Context: an optimization exercise on an open-source flow, tuned for small area. The choices shown serve that exercise and are no tape-out recipe. Function was checked by simulation only, so behaviour that the tests miss may differ from the original. No activity file was given, so power comes from the tool's default toggle rates.

## design/flow/run.sh

```bash
#!/bin/bash
# synth_recipe.tcl (not shown) runs the flow's synth.tcl, then flattens the netlist and writes it again
# the make line also repeats each setting of config.mk as NAME=value (left out here)
make -C /OpenROAD-flow-scripts/flow DESIGN_CONFIG=/design/flow/config.mk WORK_HOME=/design/flow/orfs CLKGATE_MAP_FILE= SYNTH_SCRIPT=/design/flow/synth_recipe.tcl finish
```

## design/flow/config.mk

```make
export PLATFORM = sky130hd
export DESIGN_NAME = pulse_seq_multi
export DESIGN_NICKNAME = pulse_seq_multi
export VERILOG_FILES = /design/flow/design.v
export SDC_FILE = /design/flow/constraint.sdc
export NUM_CORES = 4
export LEC_CHECK = 0
export CAP_MARGIN = 20
export CORE_MARGIN = 2
export CORE_UTILIZATION = 40
export SLEW_MARGIN = 20
```

## design/flow/constraint.sdc

```tcl
create_clock -name core_clock -period 12.0 [get_ports {clk}]
set_input_delay 2.4000 -clock core_clock [delete_from_list [all_inputs] [get_ports {clk}]]
set_output_delay 2.4000 -clock core_clock [all_outputs]
set_load 0.01 [all_outputs]
```

## design/flow/design.v

```verilog
package pulses_pkg;
  typedef enum logic {FLD_START = 1'b0, FLD_STOP = 1'b1} field_e;
  localparam int unsigned DEF_NUM_CH     = 2;
  localparam int unsigned DEF_NUM_PULSE  = 4;
  localparam int unsigned ADDR_PERIOD    = 0;
  localparam int unsigned ADDR_SYNC      = 1;
  localparam int unsigned ADDR_SLOT_BASE = 2;
  localparam int unsigned ADDR_REP_BASE  = ADDR_SLOT_BASE + 2 * DEF_NUM_CH * DEF_NUM_PULSE;
  function automatic int unsigned addr_slot(int unsigned ch, int unsigned p, field_e fld,
                                            int unsigned num_pulse);
    addr_slot = ADDR_SLOT_BASE + 2 * (ch * num_pulse + p) + 32'(fld);
  endfunction
  function automatic int unsigned addr_rep(int unsigned ch, logic sel, int unsigned num_ch,
                                           int unsigned num_pulse);
    addr_rep = ADDR_SLOT_BASE + 2 * num_ch * num_pulse + 2 * ch + 32'(sel);
  endfunction
  function automatic int unsigned num_regs(int unsigned num_ch, int unsigned num_pulse);
    num_regs = ADDR_SLOT_BASE + 2 * num_ch * num_pulse + 2 * num_ch;
  endfunction
  function automatic int unsigned addr_width(int unsigned num_ch, int unsigned num_pulse);
    addr_width = $clog2(num_regs(num_ch, num_pulse));
  endfunction
endpackage
import pulses_pkg::*;
module pulse_window_ch
#(
  parameter int unsigned NUM_PULSE = 4,
  parameter int unsigned TW        = 32
) (
  input  logic                           clk,
  input  logic                           rst,
  input  logic                           restart,
  input  logic [7:0]                     rep_count,
  input  logic [TW-1:0]                  rep_interval,
  input  logic [TW-1:0]                  period_eff,
  input  logic [TW-1:0]                  counter,
  input  logic [NUM_PULSE*TW-1:0]        start,
  input  logic [NUM_PULSE*TW-1:0]        stop,
  output logic                           win_c,
  output logic                           slot0_c
);
  logic [NUM_PULSE-1:0] en;
  logic [NUM_PULSE-1:0] hit;
  for (genvar p = 0; p < NUM_PULSE; p++) begin : g_slot
    assign en[p]  = start[p*TW +: TW] < stop[p*TW +: TW];
    assign hit[p] = en[p] && (counter >= start[p*TW +: TW]) && (counter < stop[p*TW +: TW]);
  end
  assign slot0_c = hit[0];
  localparam int unsigned TW1 = TW + 1;
  localparam int unsigned TW2 = TW + 2;
  for (genvar p = 0; p < NUM_PULSE; p++) begin : g_last
    logic [TW-1:0] ls;
    logic [TW-1:0] le;
    logic          any;
    if (p == 0) begin : g_head
      assign ls  = start[0*TW +: TW];
      assign le  = stop[0*TW +: TW];
      assign any = en[0];
    end else begin : g_tail
      assign ls  = en[p] ? start[p*TW +: TW] : g_last[p-1].ls;
      assign le  = en[p] ? stop[p*TW +: TW]  : g_last[p-1].le;
      assign any = en[p] | g_last[p-1].any;
    end
  end
  logic [TW:0]    off;
  logic [7:0]     n_rep;
  logic [TW2-1:0] cstart_c;
  logic [TW2-1:0] cstop_c;
  logic           rep_hit_c;
  logic           advance_c;
  always_comb begin
    cstart_c  = TW2'(g_last[NUM_PULSE-1].ls) + TW2'(off);
    cstop_c   = TW2'(g_last[NUM_PULSE-1].le) + TW2'(off);
    rep_hit_c = g_last[NUM_PULSE-1].any && (n_rep != 8'd0) &&
                (cstart_c < TW2'(period_eff) - TW2'(1)) &&
                (TW2'(counter) >= cstart_c) && (TW2'(counter) < cstop_c);
    advance_c = g_last[NUM_PULSE-1].any && (n_rep < rep_count) &&
                (TW2'(counter) == cstop_c);
  end
  always_ff @(posedge clk or posedge rst) begin
    if (rst) begin
      off   <= '0;
      n_rep <= '0;
    end else if (restart) begin
      off   <= '0;
      n_rep <= '0;
    end else if (advance_c) begin
      off   <= off + TW1'(rep_interval);
      n_rep <= n_rep + 8'd1;
    end
  end
  assign win_c = (|hit) | rep_hit_c;
endmodule
import pulses_pkg::*;
module pulse_seq_multi
#(
  parameter int unsigned NUM_CH    = 2,
  parameter int unsigned NUM_PULSE = 4,
  parameter int unsigned TW        = 32,
  parameter int unsigned ATT_W     = 7,
  parameter int unsigned ATT_STEP  = 6,
  parameter int unsigned GUARD     = 20,
  parameter int unsigned AW        = $clog2(pulses_pkg::ADDR_SLOT_BASE + 2 * NUM_CH * NUM_PULSE + 2 * NUM_CH)
) (
  input  logic              clk,
  input  logic              rst,
  input  logic              cfg_we,
  input  logic [AW-1:0]     cfg_addr,
  input  logic [TW-1:0]     cfg_wdata,
  input  logic              cfg_commit,
  input  logic              run,
  input  logic              cw_mode,
  input  logic [NUM_CH-1:0] cw_sel,
  input  logic [ATT_W-1:0]  pr_att,
  output logic              sync_on,
  output logic [NUM_CH-1:0] pulse_on,
  output logic [ATT_W-1:0]  pre_att,
  output logic              pre_block,
  output logic              cycle_start
);
  localparam int unsigned TW1      = TW + 1;
  localparam int unsigned AW1      = ATT_W + 1;
  localparam int unsigned REP_BASE = ADDR_SLOT_BASE + 2 * NUM_CH * NUM_PULSE;
  localparam int unsigned NREG     = REP_BASE + 2 * NUM_CH;
  logic [TW-1:0]     sh_reg  [NREG];
  logic [TW-1:0]     act_reg [NREG];
  logic              pending;
  logic              run_q;
  logic [TW-1:0]     counter;
  logic [TW-1:0]     period_eff_c;
  logic              boundary_c;
  logic              take_c;
  logic              guard_c;
  logic [AW1-1:0]    att_sum_c;
  logic [ATT_W-1:0]  att_hi_c;
  logic [NUM_CH-1:0] win_c;
  logic [NUM_CH-1:0] slot0_c;
  always_comb begin
    period_eff_c = (act_reg[ADDR_PERIOD] < TW'(2)) ? TW'(2) : act_reg[ADDR_PERIOD];
    boundary_c   = run && (counter >= period_eff_c - TW'(1));
    take_c       = (pending || cfg_commit) && (boundary_c || !run || !run_q);
    guard_c      = (TW1'(counter) + TW1'(GUARD)) >= TW1'(period_eff_c);
    att_sum_c    = AW1'(pr_att) + AW1'(ATT_STEP);
    att_hi_c     = att_sum_c[ATT_W] ? {ATT_W{1'b1}} : att_sum_c[ATT_W-1:0];
  end
  always_ff @(posedge clk or posedge rst) begin
    if (rst) begin
      for (int i = 0; i < NREG; i++) begin
        sh_reg[i]  <= '0;
        act_reg[i] <= '0;
      end
      pending <= 1'b0;
    end else begin
      if (cfg_we && (32'(cfg_addr) < NREG)) sh_reg[cfg_addr] <= cfg_wdata;
      if (take_c) begin
        for (int i = 0; i < NREG; i++) act_reg[i] <= sh_reg[i];
        pending <= 1'b0;
      end else if (cfg_commit) begin
        pending <= 1'b1;
      end
    end
  end
  logic restart_c;
  assign restart_c = !run || boundary_c;
  for (genvar c = 0; c < NUM_CH; c++) begin : g_ch
    logic [NUM_PULSE*TW-1:0] start_w;
    logic [NUM_PULSE*TW-1:0] stop_w;
    for (genvar p = 0; p < NUM_PULSE; p++) begin : g_p
      assign start_w[p*TW +: TW] = act_reg[ADDR_SLOT_BASE + 2 * (c * NUM_PULSE + p)];
      assign stop_w[p*TW +: TW]  = act_reg[ADDR_SLOT_BASE + 2 * (c * NUM_PULSE + p) + 1];
    end
    pulse_window_ch #(
      .NUM_PULSE(NUM_PULSE),
      .TW       (TW)
    ) u_win (
      .clk         (clk),
      .rst         (rst),
      .restart     (restart_c),
      .rep_count   (act_reg[REP_BASE + 2 * c][7:0]),
      .rep_interval(act_reg[REP_BASE + 2 * c + 1]),
      .period_eff  (period_eff_c),
      .counter     (counter),
      .start       (start_w),
      .stop        (stop_w),
      .win_c       (win_c[c]),
      .slot0_c     (slot0_c[c])
    );
  end
  always_ff @(posedge clk or posedge rst) begin
    if (rst) begin
      counter     <= '0;
      run_q       <= 1'b0;
      sync_on     <= 1'b0;
      pulse_on    <= '0;
      pre_att     <= '0;
      pre_block   <= 1'b0;
      cycle_start <= 1'b0;
    end else begin
      run_q   <= run;
      counter <= (!run || boundary_c) ? '0 : counter + TW'(1);
      if (!run) begin
        sync_on     <= 1'b0;
        pulse_on    <= '0;
        pre_att     <= pr_att;
        pre_block   <= 1'b0;
        cycle_start <= 1'b0;
      end else begin
        cycle_start <= (counter == '0);
        sync_on     <= counter < act_reg[ADDR_SYNC];
        if (cw_mode) begin
          pulse_on  <= cw_sel;
          pre_block <= 1'b1;
          pre_att   <= pr_att;
        end else begin
          pulse_on  <= win_c;
          pre_block <= |pulse_on;
          pre_att   <= (guard_c || (|slot0_c)) ? att_hi_c : pr_att;
        end
      end
    end
  end
endmodule
```

==> run notes <==
[path summary, 6_finish.rpt]
path                           startpoint               endpoint  slack (ps)  cells past startpoint
min in group asynchronous             rst         act_reg[11][7]        2000                      2
setup / recovery            act_reg[5][1]  g_ch[0].u_win.off[14]        2250                     34
hold reg to reg            sh_reg[21][13]        act_reg[21][13]         480                      1
max in group asynchronous             rst          sh_reg[3][22]        7170                      5
setup reg to reg            act_reg[5][1]  g_ch[0].u_win.off[14]        2250                     34
hold / removal             sh_reg[21][13]        act_reg[21][13]         480                      1
[cell usage after synthesis (all sizes together) (13+ instances only)]
cell type	count
dfrtp	1440
nor4	36
or3	33
nand4	178
a2111oi	32
ha	1257
nand2	451
mux2i	47
nand3	111
and3	36
a211o	16
o211ai	111
mux2	1383
a211oi	69
and4	24
xnor2	164
a21oi	497
o21a	58
buf	131
xor2	98
o21ai	471
or2	21
nor2b	76
o2111ai	19
a31oi	33
inv	719
a21o	341
o21bai	30
clkbuf	200
o31ai	23
nor2	372
nand2b	64
a21boi	14
o41ai	13
nor3	76
and2	18
or4	13
[stage by stage]
stage / hold WS, ps / util
after floorplan: 450 / -
after global placement: 478 / 0.421
after detailed placement: 484 / 0.421
after CTS: 474 / 0.448
after global routing: 496 / 0.448
final: 478 / 0.448
[power by group through the flow]
stage / logic, mW / clock network, mW / registers [mW]
global placement: 8.13 / 0 / 6.72
global route: 9.28 / 5.93 / 6.83
finish: 8.50 / 5.63 / 6.70
floorplan: 5.68 / 0 / 6.47
CTS: 8.41 / 5.73 / 6.69
detailed placement: 8.35 / 0 / 6.77
[layout make-up]
cell class	instances	area (um^2)
Tap cell	3043	3810
Sequential cell	1440	36000
Inverter	719	2700
Multi-Input combinational cell	6320	53500
Clock buffer	229	4850
Fill cell	21438	128000
Timing Repair Buffer	224	1920
Antenna cell	13	32.5
Clock inverter	86	1280
[routing by layer]
layer / up-vias / track usage
met1: 35793 / 0.354
li1: 31981 / -
met4: 6 / 0.126
met5: - / 0
met2: 2031 / 0.425
met3: 590 / 0.0364
[cell families after synthesis]
logic type,after synthesis,synth area share
DFF,1440,0.386
AOI/OAI and AO/OA,1823,0.123
adders and majority gates,1263,0.170
muxes,1430,0.172
xor gates and xnor gates,262,0.0246
buffers and inverters,1050,0.0434
and+or+nand+nor,1542,0.0805
==> summary.md <==
| Metric | Value |
|---|---|
| Outcome | timing/DRC/antenna clean |
| Root buf cell | clkbuf_16 |
| GRT Util Overall | 0.265 |
| Max Fanout on Critical Path | 45 |
| Part of the power in registers | 0.322 |
| Count of final max-slew check failures | 0 |
| Max Cap Viol | 0 |
| Cell family with most CP delay | compound AO/OA/AOI/OAI gates |
| Crit. End Element | flip-flop |
| TritonCTS sink count | 1440 |
| Clock-pin transition on the worst setup and hold timing paths | 60 ps |
| Die height | 487 um |
| P_sw | 8.28 mW |
| Worst EP required | 12760 ps |
| Clock Latency Late Sink | 850 ps |
| DRC violations left | 0 |
| Detailed Route WL | 318 mm |
| Switching part of the total | 0.398 |
| Drt wl/cell | 26.4 um |
| Vias per cell | 5.83 |
| RSZ-0062 raised after global routing | false |
| H-tree depth | 4 |
| Syn_area_per_cell | 10.6 um^2 |
| Syn Inst Count | 8810 |
| Power Dens Cells | 200 nW/um^2 |
| Die area | 237000 um^2 |
| Commonest non-fill, non-tap cells in the layout | dfrtp_1, mux2_2, ha_1 |
| Post-DP HPWL | 236 mm |
| Period utilization | 0.813 |
| Ys flop type | dfrtp_1 |
| Ys async rst share | 1.00 |
| Ys Warns | 6 |
| Slew headroom | 0.171 |
| Clock Tree Buf Depth | 3 |
| Final WS setup | 2250 ps |
| Num CTS Buffers | 169 |
| Largest net degree at the start of global routing | 168 |
| Final hold violations | 0 |
| CP bufs+invs | 3 |
| Synth top area share | 0.386 |
| First-pass GRT wire length | 471 mm |
| Dpl cell area | 97900 um^2 |
| EDFF count, synth | 0 |
| PortBufs | 63 |
| Cell Int Power | 12.5 mW |
| Top cells by area, synth | dfrtp_1, ha_1, mux2_2 |
| Final Cell Area | 104000 um^2 |
| WS Path Type | flip-flop to flip-flop |
| DRT iter0 DRCs | 5919 |
| Via count | 70.4k |
| Final setup violation count | 0 |
| Final net count | 10.2k |
| Worst Path Arrival | 10510 ps |
| Post-CTS Hold Buffers | 0 |
| Initial antenna violation count | 29 |
| Post-synth top area cell | dfrtp_1 |
| Crit path launch type | flip-flop |
| Row count | 177 |
| Starting Density | 0.402 |
| Fin cells | 12.1k |
| Critical path's largest stage delay | 780 ps |
| GR Overflow Total | 0 |
| Core Area | 232000 um^2 |
| RePlAce Congestion | 0.998 |
| Worst-Margin Slew | 1230 ps |
| Logic pwr share | 0.408 |
| Worst hold path type | flip-flop to flip-flop |
| ANT nets after route | 0 |
| Met2 WL | 145 mm |
| TNS Setup | 0 ps |
| Commonest non-fill, non-tap cell in the layout | dfrtp_1 |
| Number of register bits inferred by synthesis | 1440 |
| Count of cell types in the netlist | 81 |
| Sequential area share after synthesis | 0.386 |
| CP max stage cell | nand3_2 |
| DR top layer | met5 |
| Pleak | 51.1 nW |
| Clock Power Share | 0.270 |
| Fmax | 103 MHz |
| Pre-CTS setup slack | 2290 ps |
| Minimum clock period | 9750 ps |
| Placed Cells | 11.7k |
| Area Growth Syn to Fin | 11.6% |
| M1 WL | 140 mm |
| Share of layout cells above drive strength 1 | 0.215 |
| Metal3 WL | 16.8 mm |
| Initial DRT Pass Iterations | 5 |
| Cell Area, Synth | 93300 um^2 |
| Vias in the first global route | 70.8k |
| Die width | 487 um |
| CTS tree | built |
| Post-cts resize count | 0 |
| Clock Skews | 54.3 ps |
| Design Power | 20.8 mW |
| Syn nets | 10.1k |
| I/O pin count | 64 |
| VDD IR max | 0.144 mV |
| Postcts setup bufs | 0 |

==> static timing again, ports no longer ideal <==
In the flow no input, the clock included, has a driving cell. The finished layout below was timed again as built, in two steps.
Step 1 sets driving cells, clkbuf_16 on the clock port and buf_2 on the other inputs (assumed; they add their load-dependent delay and slew).
Step 2 times the ports against the registers' clock, not the clock port: input delays grow and output delays shrink by t, the midpoint of the rising clock arrivals with the driver on.
a / b / c = ideal ports / drivers / drivers and shift; a / b = the first two.
t, ns: 0.932
slack for setup (ns): 2.249 / 2.249 / 2.249
latest minus earliest clock arrival (ns): 0.065 / 0.065
worst register clock-pin slew, ns: 0.07 / 0.07
cell pins on the clock port's net: 1
After both steps this run still meets setup and hold. For this run, drivers alone change the setup slack by 0.000 ns; drivers and shift together by 0.000 ns.
